Background: an optimization exercise with open tools, aiming at a short achievable clock period and few clock cycles. Do not read the settings as production practice.
The RTL was checked by simulation tests, not by an equivalence proof against the original design.
No activity file was given, so power comes from the tool's default toggle rates.

`flow/config.mk`:
```
export PLATFORM = sky130hd
export DESIGN_NAME = mipsCore
export DESIGN_NICKNAME = mipsCore
export VERILOG_FILES = /design/flow/design.v
export SDC_FILE = /design/flow/constraint.sdc
export NUM_CORES = 4
export LEC_CHECK = 0
export ABC_CLOCK_PERIOD_IN_PS = 2500
export CAP_MARGIN = 20
export CORE_MARGIN = 2
export CORE_UTILIZATION = 40
export SETUP_SLACK_MARGIN = 5
export SLEW_MARGIN = 20
```
`flow/constraint.sdc`:
```
create_clock -name core_clock -period 8.0 [get_ports {CLK}]
set_input_delay 1.6000 -clock core_clock [delete_from_list [all_inputs] [get_ports {CLK}]]
set_output_delay 1.6000 -clock core_clock [all_outputs]
set_load 0.01 [all_outputs]
```
`flow/design.v`:
```
`timescale 1ns/1ps
module mipsCore (
    input  logic               CLK,
    input  logic               rst_n,
    output logic [32-1:0] o_pc,
    input  logic [32-1:0] i_instr,
    output logic [32-1:0] o_memAddr,
    output logic [32-1:0] o_memWrData,
    output logic               o_memWrite,
    output logic               o_memRead,
    input  logic [32-1:0] i_memRdData,
    input  logic               i_memReady
);
    logic        memStall;    
    logic        busFree;     
    logic        ldDone;      
    logic        stallD;      
    logic        mispE;       
    logic [31:0] pcF;
    logic [31:0] pc4F;
    logic [31:0] brTgtF;
    logic [31:0] nextF;
    logic        isJF;
    logic        predF;
    logic [31:0] instrD;
    logic [31:0] pc4D;
    logic        predD;
    logic [5:0]  opD;
    logic [5:0]  fnD;
    logic [4:0]  rsD, rtD, rdD;
    logic [31:0] immD;
    logic        regWriteD, isLoadD, isStoreD, isBrD, isBneD, aluSrcD;
    logic        useRsD, useRtD, wrD;
    logic [4:0]  destD;
    logic [3:0]  aluSelD;     
    logic        subD;
    logic [31:0] rsValD, rtValD;
    logic [31:0] brTgtD;
    logic        hzRs, hzRt, hzDest;
    logic        regWriteE, isLoadE, isStoreE, canMisE, isBneE, predE, aluSrcE, subE;
    logic [3:0]  aluSelE;
    logic [4:0]  destE;       
    logic [31:0] rsValE, rtValE, immE, altE;
    logic        fwdAME, fwdAWE, fwdALE, fwdBME, fwdBWE, fwdBLE;
    logic [31:0] srcA, fwdB, srcB, sumE, aluE;
    logic        sltE, takenE;
    logic [31:0] aluM;
    logic        regWriteM;
    logic [4:0]  destM;
    logic [31:0] busAddr, busData;
    logic        busRd, busWr;
    logic [4:0]  busDest;
    logic        ldV;
    logic [4:0]  ldDest;
    logic [31:0] ldData;
    logic [31:0] resW;
    logic        regWriteW;
    logic [4:0]  destW;
    logic [31:0] regs [1:31];
    assign o_pc = pcF;
    assign pc4F = pcF + 32'd4;
    assign isJF = (i_instr[31:26] == 6'd2);
    assign predF = (i_instr[31:27] == 5'b00010) && i_instr[15];
    assign brTgtF = pc4F + {{14{i_instr[15]}}, i_instr[15:0], 2'b00};
    always_comb begin
        if (isJF)
            nextF = {pc4F[31:28], i_instr[25:0], 2'b00};
        else if (predF)
            nextF = brTgtF;
        else
            nextF = pc4F;
    end
    always_ff @(posedge CLK) begin
        if (!rst_n)
            pcF <= 32'h0000_0000;
        else if (mispE)
            pcF <= altE;
        else if (!stallD && !memStall)
            pcF <= nextF;
    end
    always_ff @(posedge CLK) begin
        if (!rst_n) begin
            instrD <= '0;
            predD <= 1'b0;
        end else if (mispE) begin
            instrD <= '0;
            predD <= 1'b0;
        end else if (!stallD && !memStall) begin
            instrD <= i_instr;
            predD <= predF;
        end
    end
    always_ff @(posedge CLK) begin
        if (!stallD && !memStall)
            pc4D <= pc4F;
    end
    assign opD = instrD[31:26];
    assign rsD = instrD[25:21];
    assign rtD = instrD[20:16];
    assign rdD = instrD[15:11];
    assign fnD = instrD[5:0];
    assign immD = {{16{instrD[15]}}, instrD[15:0]};
    always_comb begin
        regWriteD = 1'b0;
        isLoadD = 1'b0;
        isStoreD = 1'b0;
        isBrD = 1'b0;
        isBneD = 1'b0;
        aluSrcD = 1'b0;
        useRsD = 1'b0;
        useRtD = 1'b0;
        destD = rtD;
        aluSelD = 4'b0001;
        subD = 1'b0;
        case (opD)
            6'd0: begin
                destD = rdD;
                useRsD = 1'b1;
                useRtD = 1'b1;
                regWriteD = 1'b1;
                case (fnD)
                    6'd33: ;
                    6'd35: subD = 1'b1;
                    6'd36:  aluSelD = 4'b0010;
                    6'd37:   aluSelD = 4'b0100;
                    6'd42: begin
                        aluSelD = 4'b1000;
                        subD = 1'b1;
                    end
                    default: begin
                        regWriteD = 1'b0;
                        useRsD = 1'b0;
                        useRtD = 1'b0;
                    end
                endcase
            end
            6'd9: begin
                regWriteD = 1'b1;
                aluSrcD = 1'b1;
                useRsD = 1'b1;
            end
            6'd35: begin
                isLoadD = 1'b1;
                aluSrcD = 1'b1;
                useRsD = 1'b1;
            end
            6'd43: begin
                isStoreD = 1'b1;
                aluSrcD = 1'b1;
                useRsD = 1'b1;
                useRtD = 1'b1;
            end
            6'd4, 6'd5: begin
                isBrD = 1'b1;
                isBneD = opD[0];
                useRsD = 1'b1;
                useRtD = 1'b1;
            end
            default: ;
        endcase
        if (destD == 5'd0)
            regWriteD = 1'b0;
        wrD = (regWriteD || isLoadD) && (destD != 5'd0);
    end
    always_comb begin
        if (rsD == 5'd0)
            rsValD = 32'd0;
        else if (regWriteW && (destW == rsD))
            rsValD = resW;
        else if (ldV && (ldDest == rsD))
            rsValD = ldData;
        else
            rsValD = regs[rsD];
        if (rtD == 5'd0)
            rtValD = 32'd0;
        else if (regWriteW && (destW == rtD))
            rtValD = resW;
        else if (ldV && (ldDest == rtD))
            rtValD = ldData;
        else
            rtValD = regs[rtD];
    end
    assign ldDone = busRd && i_memReady;
    assign hzRs = (rsD != 5'd0) && ((isLoadE && (destE == rsD)) ||
                                    (busRd && !i_memReady && (busDest == rsD)));
    assign hzRt = (rtD != 5'd0) && ((isLoadE && (destE == rtD)) ||
                                    (busRd && !i_memReady && (busDest == rtD)));
    assign hzDest = (isLoadE && (destE == destD)) ||
                    (busRd && !i_memReady && (busDest == destD));
    assign stallD = (useRsD && hzRs) || (useRtD && hzRt) || (wrD && hzDest);
    assign brTgtD = pc4D + {immD[29:0], 2'b00};
    always_ff @(posedge CLK) begin
        if (!rst_n) begin
            regWriteE <= 1'b0;
            isLoadE <= 1'b0;
            isStoreE <= 1'b0;
            canMisE <= 1'b0;
        end else if (!memStall) begin
            if (mispE || stallD) begin
                regWriteE <= 1'b0;
                isLoadE <= 1'b0;
                isStoreE <= 1'b0;
                canMisE <= 1'b0;
            end else begin
                regWriteE <= regWriteD;
                isLoadE <= isLoadD;
                isStoreE <= isStoreD;
                canMisE <= isBrD && (instrD[15:0] != 16'd0);
            end
        end
    end
    always_ff @(posedge CLK) begin
        if (memStall) begin
            rsValE <= srcA;
            rtValE <= fwdB;
            fwdAME <= 1'b0;
            fwdAWE <= 1'b0;
            fwdALE <= 1'b0;
            fwdBME <= 1'b0;
            fwdBWE <= 1'b0;
            fwdBLE <= 1'b0;
        end else begin
            isBneE <= isBneD;
            predE <= predD;
            aluSrcE <= aluSrcD;
            subE <= subD;
            aluSelE <= aluSelD;
            destE <= wrD ? destD : 5'd0;
            rsValE <= rsValD;
            rtValE <= rtValD;
            immE <= immD;
            altE <= predD ? pc4D : brTgtD;
            fwdAME <= regWriteE && (destE == rsD);
            fwdAWE <= regWriteM && (destM == rsD);
            fwdALE <= ldDone && (busDest != 5'd0) && (busDest == rsD);
            fwdBME <= regWriteE && (destE == rtD);
            fwdBWE <= regWriteM && (destM == rtD);
            fwdBLE <= ldDone && (busDest != 5'd0) && (busDest == rtD);
        end
    end
    always_comb begin
        if (fwdAME)
            srcA = aluM;
        else if (fwdAWE)
            srcA = resW;
        else if (fwdALE)
            srcA = ldData;
        else
            srcA = rsValE;
        if (fwdBME)
            fwdB = aluM;
        else if (fwdBWE)
            fwdB = resW;
        else if (fwdBLE)
            fwdB = ldData;
        else
            fwdB = rtValE;
    end
    assign srcB = aluSrcE ? immE : fwdB;
    assign sumE = srcA + (subE ? ~srcB : srcB) + {31'd0, subE};
    assign sltE = (srcA[31] != srcB[31]) ? srcA[31] : sumE[31];
    assign aluE = ({32{aluSelE[0]}} & sumE) |
                  ({32{aluSelE[1]}} & (srcA & srcB)) |
                  ({32{aluSelE[2]}} & (srcA | srcB)) |
                  {31'd0, aluSelE[3] & sltE};
    assign takenE = (srcA == fwdB) ^ isBneE;
    assign mispE = canMisE && (takenE != predE);
    always_ff @(posedge CLK) begin
        if (!rst_n)
            regWriteM <= 1'b0;
        else
            regWriteM <= regWriteE && !memStall;
    end
    always_ff @(posedge CLK) begin
        aluM <= aluE;
        destM <= destE;
    end
    assign busFree = !(busRd || busWr) || i_memReady;
    assign memStall = (isLoadE || isStoreE) && !busFree;
    always_ff @(posedge CLK) begin
        if (!rst_n) begin
            busRd <= 1'b0;
            busWr <= 1'b0;
        end else if (busFree) begin
            busRd <= isLoadE;
            busWr <= isStoreE;
        end
    end
    always_ff @(posedge CLK) begin
        if (busFree) begin
            busAddr <= aluE;
            busData <= fwdB;
            busDest <= destE;
        end
    end
    assign o_memAddr = busAddr;
    assign o_memWrData = busData;
    assign o_memRead = busRd;
    assign o_memWrite = busWr;
    always_ff @(posedge CLK) begin
        if (!rst_n)
            ldV <= 1'b0;
        else
            ldV <= ldDone && (busDest != 5'd0);
    end
    always_ff @(posedge CLK) begin
        if (ldDone) begin
            ldDest <= busDest;
            ldData <= i_memRdData;
        end
    end
    always_ff @(posedge CLK) begin
        if (!rst_n)
            regWriteW <= 1'b0;
        else
            regWriteW <= regWriteM;
    end
    always_ff @(posedge CLK) begin
        resW <= aluM;
        destW <= destM;
    end
    always_ff @(posedge CLK) begin
        if (regWriteW)
            regs[destW] <= resW;
        if (ldV)
            regs[ldDest] <= ldData;
    end
endmodule
```
`flow/run.sh`:
```
#!/bin/bash
# synth_recipe.tcl (not shown) runs the flow's synth.tcl, then flattens the netlist and writes it again
# the make line also repeats each setting of config.mk as NAME=value (left out here)
make -C /OpenROAD-flow-scripts/flow DESIGN_CONFIG=/design/flow/config.mk WORK_HOME=/design/flow/orfs CLKGATE_MAP_FILE= SYNTH_SCRIPT=/design/flow/synth_recipe.tcl finish
```
==> flow_metrics.py <==
metrics = {
    "outcome": {
        "outcome": "finished clean",
    },
    "synthesis": {
        "synth_edf_count": 1191,
        "synth_cell_type_count": 89,
        "ys.flop_type": "edfxtp_1",
        "syn_inst": 6159,
        "synth_area_sq_um": 83400,
        "yosys-mux-area-fraction": 0.327,
        "syn_nets": 6331,
        "synth-xor-area-share": 0.0229,
        "ys_async_sr_fraction": 0,
        "syn_area_per_cell_sq_um": 13.5,
        "synth_simple_gate_area_frac": 0.0508,
        "ys_ff_latch": 1419,
        "yosysTopAreaCell": "edfxtp_1",
        "synthTopCellsByArea": "edfxtp_1 (43%), mux4_2 (16%), mux2_2 (14%)",
        "synth_top_family_by_area": "multiplexers",
        "synth-seq-area-share": 0.483,
        "synth_top_area_frac": 0.429,
        "synth_compound_area_frac": 0.0653,
        "synth_warnings": 1,
        "synthAdderAreaFrac": 0.0160,
    },
    "grt": {
        "track_usage": 0.299,
        "overflow": 0,
        "grt_max_degree": 70,
        "grt_pass1_wl_mm": 450,
        "antenna_found_initial": 5,
        "grt_pass1_vias": 58900,
    },
    "worst_setup_path": {
        "crit_path_cell_trace": "buf_8 -> mux2_4 -> mux2i_4 -> o21ai_1 -> buf_4 -> mux2_4 -> xor2_2 -> ha_1 -> nor2b_4 -> o21ai_2 -> a21boi_2 -> o21ai_2 -> a31oi_2 -> o21ai_2 -> a21oi_2 -> o21a_1 -> o21a_1 -> o211a_1 -> or3_4",
        "cp-start-kind": "flop",
        "crit_fanout": 6,
        "crit_buf_inv": 2,
        "crit_slowest_cell": "dfxtp_4",
        "arrival_ns": 4.77,
        "startpoint": "fwdBLE",
        "worstPathRequired_ns": 8.56,
        "critPathKind": "reg2reg",
        "slowest_delay_ns": 0.43,
        "critPathCaptureType": "flop",
        "crit_family": "compound AO/OA/AOI/OAI gates",
        "crit_path_frequent_cell": "o21ai_2",
        "reg2reg_from": "fwdBLE",
    },
    "timing": {
        "fmax_mhz": 238,
        "period_share": 0.526,
        "hold_violations": 0,
        "maxSlewViolCount": 0,
        "setup_viol": 0,
        "skew_ns": 0.0305,
        "fin_tns_setup_ns": 0,
        "rsz0062_at_grt": "yes",
        "worstMarginPinSlew_ns": 1.13,
        "period_needed_ns": 4.21,
        "maxSlewHeadroom": 0.247,
    },
    "finish": {
        "final_area_sq_um": 101000,
        "largest_register": "regs",
        "most-common-layout-cells": "edfxtp_1 (1191), mux2_2 (1031), mux4_2 (576), buf_4 (367), nor2_1 (293)",
        "final_common_cell": "edfxtp_1",
        "syn_to_final_growth_pct": 20.7,
        "largest_register_ffs": 992,
        "regArea_sq_um": 40500,
        "final_util": 0.486,
        "fin_cells": 9341,
        "fillers": 17900,
        "multi_input_area_sq_um": 43300,
        "fin_nets": 6587,
        "drive_above_1_share": 0.461,
    },
    "pwr": {
        "peakVddDrop_mv": 0.232,
        "leakagePower_uw": 0.0344,
        "p_per_area_nw_per_um2": 231,
        "p_total_uw": 23200,
    },
    "floorplanning": {
        "io_pins": 165,
        "start_util": 0.403,
        "rows": 167,
        "fp.dieArea_sq_um": 212000,
        "coreArea_sq_um": 207000,
        "fp.dieW_um": 461,
        "die_h_um": 461,
    },
    "placed_design": {
        "placed_area_sq_um": 88600,
        "dp_hpwl_mm": 175,
        "gp_congestion": 0.961,
        "io_buffers": 164,
        "placed_cells": 8658,
    },
    "worst_hold_path": {
        "min_path_type": "reg2reg",
        "worstHoldStart": "aluM[1]",
    },
    "clock_network": {
        "clock_sinks": 1419,
        "cts_made_buffers": 160,
        "clk_pin_slew_ns": 0.06,
        "worstSkewPairLatency_ns": 0.83,
        "cts_tree": "yes",
        "htreeDepth": 4,
        "cts_root_buf": "clkbuf_16",
        "clk_path_buf_depth": 3,
    },
    "detailed_routing": {
        "vias_per_cell": 6.53,
        "initialDrtViolationCount": 8359,
        "first_pass_iters": 6,
        "vias": 61000,
        "wl_per_cell_um": 35.0,
        "wl_mm": 327,
        "post-route-drc-count": 0,
        "ant_nets": 0,
    },
    "run": {
        "cap_viol_max_count": 0,
    },
}
cells by family (layout without fill, tap and decap cells):
group                      Yosys count  count (layout)
AOI/OAI and AO/OA                  887             887
xor gates and xnor gates           218             218
adders and majority gates          105             105
buffers and inverters              737            1122
DFF                               1419            1419
muxes                             1875            1876
other                                0               5
and+or+nand+nor                    918             921
path summary, 6_finish.rpt:
path / end / slack [ns] / cells past startpoint
setup / recovery: busAddr[20] / 3.79 / 19
hold reg to reg: resW[1] / 0.37 / 0
setup reg to reg: busAddr[20] / 3.79 / 19
hold / removal: resW[1] / 0.37 / 0
per-stage QoR:
stage / setup WS [ns] / hold slack (ns)
final: 3.79 / 0.374
after global routing: 3.67 / 0.387
after CTS: 3.86 / 0.374
after detailed placement: 2.38 / 0.366
after global placement: 2.39 / 0.369
after floorplan: 4.05 / 0.329
report_power, final:
| group | switching [uW] | total [uW] | internal (uW) |
|---|---|---|---|
| logic | 2740 | 5830 | 3090 |
| registers | 676 | 9800 | 9130 |
| clock network | 3240 | 7600 | 4360 |
| total | 6650 | 23200 | 16600 |
per-layer routing:
| layer | track usage | part of all wire | up-vias |
|---|---|---|---|
| li1 | - | - | 24700 |
| met1 | 0.393 | 0.38 | 31600 |
| met2 | 0.461 | 0.45 | 3852 |
| met3 | 0.0718 | 0.11 | 853 |
| met4 | 0.151 | 0.059 | 4 |
| met5 | 0 | 0.000067 | - |
repair_timing:
item	in CTS	in global routing
pin swaps	113	120
cloned	32	13
hold buffers	0	0
resized for setup	976	189
setup buffers	231	107
endpoints found under the setup margin	914	787
synth_stat cells, types with 37 or more instances:
| master | number |
|---|---|
| mux2i_1 | 253 |
| edfxtp_1 | 1191 |
| dfxtp_1 | 228 |
| buf_1 | 115 |
| nor3_1 | 37 |
| clkbuf_1 | 481 |
| o22ai_1 | 53 |
| nand2_1 | 286 |
| a211oi_1 | 87 |
| o21ai_0 | 217 |
| mux2_2 | 1041 |
| xnor2_1 | 120 |
| nor2_1 | 324 |
| xor2_1 | 98 |
| a21o_1 | 37 |
| mux4_2 | 576 |
| inv_1 | 94 |
| ha_1 | 102 |
| nand3_1 | 47 |
| a21oi_1 | 286 |
cell type report:
type | instances | share of cell area
inverter | 99 | 0.00396
tap | 2788 | 0.0346
clock buffer | 214 | 0.0448
multi-input combinational | 4007 | 0.430
sequential | 1419 | 0.402
timing repair buffer | 728 | 0.0764
antenna | 5 | 0.000124
clock inverter | 81 | 0.00784
Testbench counts, summed over its fixed seeds: cycles 30,808.

[static timing again, ports no longer ideal]
The flow's constraints put no driver on any port. The routed layout listed below was extracted and timed again, unchanged, in two steps.
Step 1 assumes that a clkbuf_16 drives the clock port and a buf_2 every other input.
Step 2 moves the port delays by t, midway between the first and last clock arrival at a register: inputs arrive t later, outputs are due t later. That takes back most of the time a late clock gives input paths.
a / b / c = no drivers / after step 1 / after step 2; a / b = the first two.
t (ns): 0.907
setup slack, ns: 3.789 / 3.789 / 3.236
worst register clock-pin slew, ns: 0.07 / 0.07
worst slew at a driven data input, ns: 0.08
pins driven straight from the clock port: 1
After both steps this run still meets setup and hold. For this run, drivers alone change the setup slack by 0.000 ns; drivers and shift together by -0.553 ns.
